Background: an optimization exercise with open tools, aiming at small area, a short achievable clock period and few clock cycles. Do not read the settings as production practice.
Only simulation tests tie the RTL to the original design; equivalence was not proved.
No activity file was given, so power comes from the tool's default toggle rates.

[design/flow/constraint.sdc]
create_clock -name core_clock -period 10.0 [get_ports {clk}]
set_input_delay 2.0000 -clock core_clock [delete_from_list [all_inputs] [get_ports {clk}]]
set_output_delay 2.0000 -clock core_clock [all_outputs]
set_load 0.01 [all_outputs]
[design/flow/run.sh]
#!/bin/bash
# synth_recipe.tcl (not shown) runs the flow's synth.tcl, then flattens the netlist and writes it again
# the make line also repeats each setting of config.mk as NAME=value (left out here)
make -C /OpenROAD-flow-scripts/flow DESIGN_CONFIG=/design/flow/config.mk WORK_HOME=/design/flow/orfs CLKGATE_MAP_FILE= SYNTH_SCRIPT=/design/flow/synth_recipe.tcl finish
[design/flow/design.v]
`default_nettype none
package imem_loader_pkg;
  localparam logic [15:0] HALT_INSTR = 16'hF000;
  typedef enum logic [2:0] {
    IDLE = 3'd0,
    HI   = 3'd1,
    LO   = 3'd2,
    CHK  = 3'd4,
    DONE = 3'd5
  } state_t;
endpackage
`default_nettype wire
`default_nettype none
module imem_ram #(
  parameter int DEPTH = 256,
  parameter int AW    = 8
) (
  input  logic                 clk,
  input  logic [DEPTH/2-1:0]   i_ins,     
  input  logic [15:0]          i_wdata,
  input  logic [AW-1:0]        i_raddr,
  output logic [15:0]          o_rdata,
  output logic                 o_ph
);
  localparam int NP = DEPTH / 2;
  logic                 r_ph;
  logic [NP*16-1:0]     r_p0;
  logic [NP*16-1:0]     r_p1;
  always_ff @(posedge clk) begin
    r_ph <= ~r_ph;
  end
  for (genvar j = 0; j < NP; j++) begin : g_pair
    always_ff @(posedge clk) begin
      r_p0[j*16 +: 16] <= i_ins[j] ? i_wdata : r_p1[j*16 +: 16];
      r_p1[j*16 +: 16] <= r_p0[j*16 +: 16];
    end
  end
  logic [15:0] w_d0;
  logic [15:0] w_d1;
  assign w_d0    = r_p0[i_raddr[AW-1:1]*16 +: 16];
  assign w_d1    = r_p1[i_raddr[AW-1:1]*16 +: 16];
  assign o_rdata = (i_raddr[0] ^ r_ph) ? w_d1 : w_d0;
  assign o_ph = r_ph;
endmodule
`default_nettype wire
`default_nettype none
module imem_loader #(
  parameter int DEPTH = 256,
  parameter int AW    = 8
) (
  input  logic          clk,
  input  logic          reset,
  input  logic          load_start,
  input  logic [AW-1:0] load_len,
  input  logic [7:0]    in_data,
  input  logic          in_valid,
  output logic          in_ready,
  input  logic [AW-1:0] pc,
  output logic [15:0]   ir,
  output logic          cpu_hold,
  output logic          done,
  output logic [AW-1:0] wr_addr,
  output logic          err
);
  imem_loader_pkg::state_t r_state;
  logic [AW-1:0] r_wr_addr;
  logic [AW-1:0] r_len;
  logic [7:0]    r_hi;
  logic          r_in_ready;
  logic          r_cpu_hold;
  logic          r_done;
  logic [7:0]    r_sum;
  logic          r_err;
  logic          r_pend;
  logic [15:0]   r_wreg;
  logic [AW-2:0] r_wpair;
  logic          w_accept;
  logic          w_lo;
  logic          w_ph;
  logic          w_direct;
  logic [AW-1:0] w_addr_inc;
  logic [15:0]   w_rdata;
  logic [DEPTH/2-1:0] w_ins;
  logic [15:0]   w_wdata;
  assign w_accept   = in_valid & r_in_ready;
  assign w_lo       = w_accept & (r_state == imem_loader_pkg::LO);
  assign w_direct   = r_wr_addr[0] ^ w_ph;
  assign w_addr_inc = r_wr_addr + 1'b1;
  always_ff @(posedge clk or posedge reset) begin
    if (reset) begin
      r_state    <= imem_loader_pkg::IDLE;
      r_wr_addr  <= '0;
      r_len      <= '0;
      r_hi       <= '0;
      r_in_ready <= 1'b0;
      r_cpu_hold <= 1'b0;
      r_done     <= 1'b0;
      r_pend     <= 1'b0;
      r_sum      <= '0;
      r_err      <= 1'b0;
    end else begin
      r_done <= 1'b0;
      r_pend <= w_lo & ~w_direct;
      case (r_state)
        imem_loader_pkg::IDLE: begin
          if (load_start) begin
            r_cpu_hold <= 1'b1;
            r_wr_addr  <= '0;
            r_len      <= load_len;
            r_in_ready <= 1'b1;
            r_sum      <= '0;
            r_err      <= 1'b0;
            if (load_len != '0) r_state <= imem_loader_pkg::HI;
            else                r_state <= imem_loader_pkg::CHK;
          end
        end
        imem_loader_pkg::HI: begin
          if (w_accept) begin
            r_hi    <= in_data;
            r_sum   <= r_sum + in_data;
            r_state <= imem_loader_pkg::LO;
          end
        end
        imem_loader_pkg::LO: begin
          if (w_accept) begin
            r_sum     <= r_sum + in_data;
            r_wr_addr <= w_addr_inc;
            if (w_addr_inc == r_len) r_state <= imem_loader_pkg::CHK;
            else                     r_state <= imem_loader_pkg::HI;
          end
        end
        imem_loader_pkg::CHK: begin
          if (w_accept) begin
            r_err      <= ((r_sum + in_data) != 8'd0);
            r_state    <= imem_loader_pkg::DONE;
            r_in_ready <= 1'b0;
            r_done     <= 1'b1;
          end
        end
        imem_loader_pkg::DONE: begin
          r_state    <= imem_loader_pkg::IDLE;
          r_cpu_hold <= 1'b0;
        end
        default: begin
          r_state    <= imem_loader_pkg::IDLE;
          r_in_ready <= 1'b0;
          r_cpu_hold <= 1'b0;
        end
      endcase
    end
  end
  always_ff @(posedge clk) begin
    r_wreg  <= {r_hi, in_data};
    r_wpair <= r_wr_addr[AW-1:1];
  end
  always_comb begin
    for (int j = 0; j < DEPTH/2; j++) begin
      w_ins[j] = (r_pend & (r_wpair == (AW-1)'(j))) |
                 (w_lo & w_direct & (r_wr_addr[AW-1:1] == (AW-1)'(j)));
    end
  end
  assign w_wdata = r_pend ? r_wreg : {r_hi, in_data};
  imem_ram #(
    .DEPTH (DEPTH),
    .AW    (AW)
  ) u_ram (
    .clk     (clk),
    .i_ins   (w_ins),
    .i_wdata (w_wdata),
    .i_raddr (pc),
    .o_rdata (w_rdata),
    .o_ph    (w_ph)
  );
  assign ir       = r_cpu_hold ? imem_loader_pkg::HALT_INSTR : w_rdata;
  assign in_ready = r_in_ready;
  assign cpu_hold = r_cpu_hold;
  assign done     = r_done;
  assign wr_addr  = r_wr_addr;
  assign err      = r_err;
endmodule
`default_nettype wire
[design/flow/config.mk]
export PLATFORM = sky130hd
export DESIGN_NAME = imem_loader
export DESIGN_NICKNAME = imem_loader
export VERILOG_FILES = /design/flow/design.v
export SDC_FILE = /design/flow/constraint.sdc
export NUM_CORES = 4
export LEC_CHECK = 0
export CAP_MARGIN = 20
export CORE_MARGIN = 2
export CORE_UTILIZATION = 40
export SETUP_SLACK_MARGIN = 3
export SLEW_MARGIN = 20
export SYNTH_MEMORY_MAX_BITS = 8192
==> qor_table.md <==
| Parameter | Reported |
|---|---|
| Pin slew with the least headroom to its limit | 1.188 ns |
| DP Cell Count | 18430 |
| Total Die Area | 357500 sq um |
| Synth Register Bits | 4160 |
| Critical-path maximum fanout | 8 |
| Initial antenna violation count | 20 |
| Sort of element at the start of the critical path | primary input |
| Share of the synthesized area in the top cell type | 0.5846 |
| Total via count in the routed design | 108700 |
| Overall track demand over capacity in global routing | 0.2552 |
| First-pass detailed-route iteration total | 6 |
| Die X | 597.9 um |
| Average vias per placed instance | 5.597 |
| Slew headroom | 0.2079 |
| Sink Count | 4160 |
| Slowest cell on crit path | o211ai_1 |
| Leakage power figure | 66.79 nW |
| Layout Skew | 0.05578 ns |
| Shortest period the worst path allows | 7.670 ns |
| Number of design rule violations left after detail routing | 0 |
| Number of enable flip-flop cells after synthesis | 0 |
| Yosys cell types | 68 |
| Crit path arrival time | 5.67 ns |
| Crit Path Category | in -> out |
| Detailed-route wire length | 473300 um |
| Fin nets | 14500 |
| Average size of a mapped cell | 9.695 sq um |
| Row count | 218 |
| Most area-hungry cell type in the Yosys netlist | dfxtp_1 |
| Maximum clock rate | 130.4 MHz |
| Initial core utilization | 0.4009 |
| Post-layout instance count excluding filler cells | 19420 |
| Post-route antenna net violation count | 0 |
| Largest incremental delay on the critical path | 0.79 ns |
| Final WS setup | 2.330 ns |
| Run status | timing/DRC/antenna clean |
| Chip height | 597.9 um |
| Number of top-level pins | 56 |
| Summed area of non-filler cells in the final layout | 167900 sq um |
| CP Data Required Time | 8.00 ns |
| CTS H-tree lvls | 5 |
| Layout fillers | 32310 |
| Crit path cell chain | buf_12, xnor2_4, buf_12, buf_16, buf_16, mux2i_2, a211oi_4, a31oi_1, o211ai_1, nand4_1, a21oi_2, o311a_4, buf_6 |
| Slew Limit Fails | 0 |
| Synth warn | 2 |
| Cell at the root of the clock tree | clkbuf_16 |
| Synth Flop Type | dfxtp_1 |
| Most common cell after layout, fill and taps aside | dfxtp_1 |
| Leading cell types in the layout, fill and taps excluded | dfxtp_1, a21oi_1, nor2_1 |
| Post-synthesis cell count | 14550 |
| Clock latency of the later-clocked register in the worst-skew pair | 0.98 ns |
| Final hold violation count | 0 |
| Post-route clock period utilization | 0.7670 |
| Worst-case hold slack | 0.3127 ns |
| Fraction of final layout cells with drive strength greater than 1 | 0.1446 |
| RSZ-0062 raised after global routing | true |
| Half-perimeter wire length after placement | 273800 um |
| Wirelength per Cell | 24.37 um |
| Worst min-delay path class | reg -> reg |
| Post-placement worst setup slack | 0.3949 ns |
| Reported max-cap violation count | 0 |
| DR iter-0 viols | 11130 |
| Cell area reported after detailed placement | 148300 sq um |
| Proportion of register bits with asynchronous set or reset after synthesis | 0.009615 |
| Netlist area before placement | 141100 sq um |
| TritonCTS Buffers | 407 |
| Area overhead of the layout relative to synthesis | 19.04% |
| Worst voltage drop across the vdd grid | 0.3517 mV |
| GR Overflow Total | 0 |
| Gp weighted congestion | 0.8954 |
| Cell Pwr Density | 221.9 nW/um^2 |
| Pin count of the biggest net entering global routing | 129 |
| Post-Synthesis Net Count | 14590 |
| Core Footprint | 351900 sq um |
| Cell types occupying the most area after synthesis | dfxtp_1, a21oi_1, mux4_2, nor2_1, nand2_1 |
| Post-CTS Hold Buffers | 0 |
| Clock tree from TritonCTS | built |
| Clock transition at the registers of the reported paths | 0.06 ns |
| Final setup violation count | 0 |
| CP endpoint kind | output pin |
| First-pass GRT wire length | 687000 um |
| Number of buffers between clock root and the deepest sink | 4 |
| Setup total negative slack | 0 ns |
| Port buffer count | 55 |
| Via count of the first global-routing pass | 102100 |
| Share of the yosys chip area belonging to registers | 0.5917 |
==> kinds of logic (layout without fill, tap and decap cells) <==
logic type	count (synthesis)	count (layout)	share of synthesized area
AOI/OAI and AO/OA	3148	3148	0.1249
adders and majority gates	9	9	0.0008515
and+or+nand+nor	5147	5151	0.1499
muxes	815	815	0.09520
other	0	2	0
xor gates and xnor gates	22	22	0.001419
DFF	4160	4160	0.5917
buffers and inverters	1250	1495	0.03606
==> timing repair <==
action                                  CTS  global route
gates cloned                             59            10
pin swaps                                78            74
endpoints found under the setup margin   16            16
resized for setup                       408            88
buffers inserted                        110            63
==> through the flow <==
stage                 util  total power [mW]
floorplan                -             19.61
global placement    0.4211             21.20
detailed placement  0.4213             21.22
CTS                 0.4736             37.27
global route        0.4773             38.29
finish              0.4773             37.27
==> sequential cells by signal (all words and copies together) (netlist names) <==
signal / count
r_cpu_hold: 1
r_done: 1
r_err: 1
r_hi: 8
r_in_ready: 1
r_len: 8
r_pend: 1
r_state: 3
r_sum: 8
r_wpair: 7
r_wr_addr: 8
r_wreg: 16
u_ram.r_p0: 2048
u_ram.r_p1: 2048
u_ram.r_ph: 1
==> synthesized netlist by cell type (60+ instances only) <==
library cell and count:
nor4_1 75, nand4_1 168, buf_2 208, buf_1 68, o22ai_1 228, nor2_1 2116, clkbuf_1 928, o21ai_0 60
dfxtp_1 4120, mux2i_1 381, a21oi_1 2303, nand3_1 598, nand2_1 2001, a32oi_1 125, a31oi_1 139, mux4_2 420
==> report_power, final <==
group          switching, mW  leakage (nW)  internal (mW)  total [mW]
Sequential             0.228          36.0           16.9        17.2
Combinational           2.89          23.9           1.24        4.13
Clock                   6.75          6.87           9.22        16.0
Total                   9.87          66.8           27.4        37.3
==> final timing paths <==
path | from | depth (start not counted) | to | slack (ns)
max | pc[0] | 13 | ir[3] | 2.33
min | u_ram.r_p0[294]$_DFF_P_ | 0 | u_ram.r_p1[294]$_DFF_P_ | 0.31
max reg2reg | u_ram.r_ph$_DFF_P_ | 8 | u_ram.r_p0[1507]$_DFF_P_ | 6.13
min reg2reg | u_ram.r_p0[294]$_DFF_P_ | 0 | u_ram.r_p1[294]$_DFF_P_ | 0.31
max in group asynchronous | reset | 3 | r_hi[2]$_DFFE_PP0P_ | 8.16
min in group asynchronous | reset | 3 | r_len[6]$_DFFE_PP0P_ | 1.44
==> worst max-delay path, delay by kind of cell <==
family                    cells  cell delay, ns
muxes                         1            0.16
xor gates and xnor gates      1            0.15
buffers and inverters         5            0.79
AOI/OAI and AO/OA             5            1.82
and+or+nand+nor               1            0.72
==> layout make-up <==
| class | count | area, sq um | area share |
|---|---|---|---|
| Tap cell | 4620 | 5781 | 0.03442 |
| Clock inverter | 164 | 2146 | 0.01278 |
| Timing Repair inverter | 1 | 8.758 | 0.00005215 |
| Timing Repair Buffer | 736 | 9195 | 0.05475 |
| Inverter | 11 | 73.82 | 0.0004396 |
| Antenna cell | 2 | 5.005 | 0.00002980 |
| Sequential cell | 4160 | 83480 | 0.4971 |
| Clock buffer | 583 | 11790 | 0.07020 |
| Multi-Input combinational cell | 9145 | 55450 | 0.3302 |
==> per-layer routing <==
metal,track usage,vias up,routed length [um],share of wire
li1,-,50250,-,-
met2,0.4009,4394,210600,0.44
met3,0.04343,852,38530,0.081
met4,0.1087,10,21510,0.045
met1,0.3465,53190,202600,0.43
met5,0,-,69,0.00015
Testbench counts, summed over its fixed seeds: cycles 13,156.

-- afterwards: timing with drivers on the ports --
The flow's constraints put no driver on any port. The routed layout listed below was extracted and timed again, unchanged, in two steps.
Step 1, drivers: a clkbuf_16 drives clk and a buf_2 each remaining input, both assumed.
Step 2 moves the port delays by t, midway between the first and last clock arrival at a register: inputs arrive t later, outputs are due t later. That takes back most of the time a late clock gives input paths.
Slacks: no drivers / after step 1 / after step 2; pairs: no drivers / after step 1.
shift t [ns]: 1.061
setup WS [ns]: 2.330 / 2.045 / 2.045
worst hold slack (ns): 0.313 / 0.313 / 0.313
worst setup path after step 2: input to output
worst slew at a driven data input, ns: 0.41
After both steps this run still meets setup and hold. For this run, drivers alone change the setup slack by -0.285 ns; drivers and shift together by -0.285 ns.
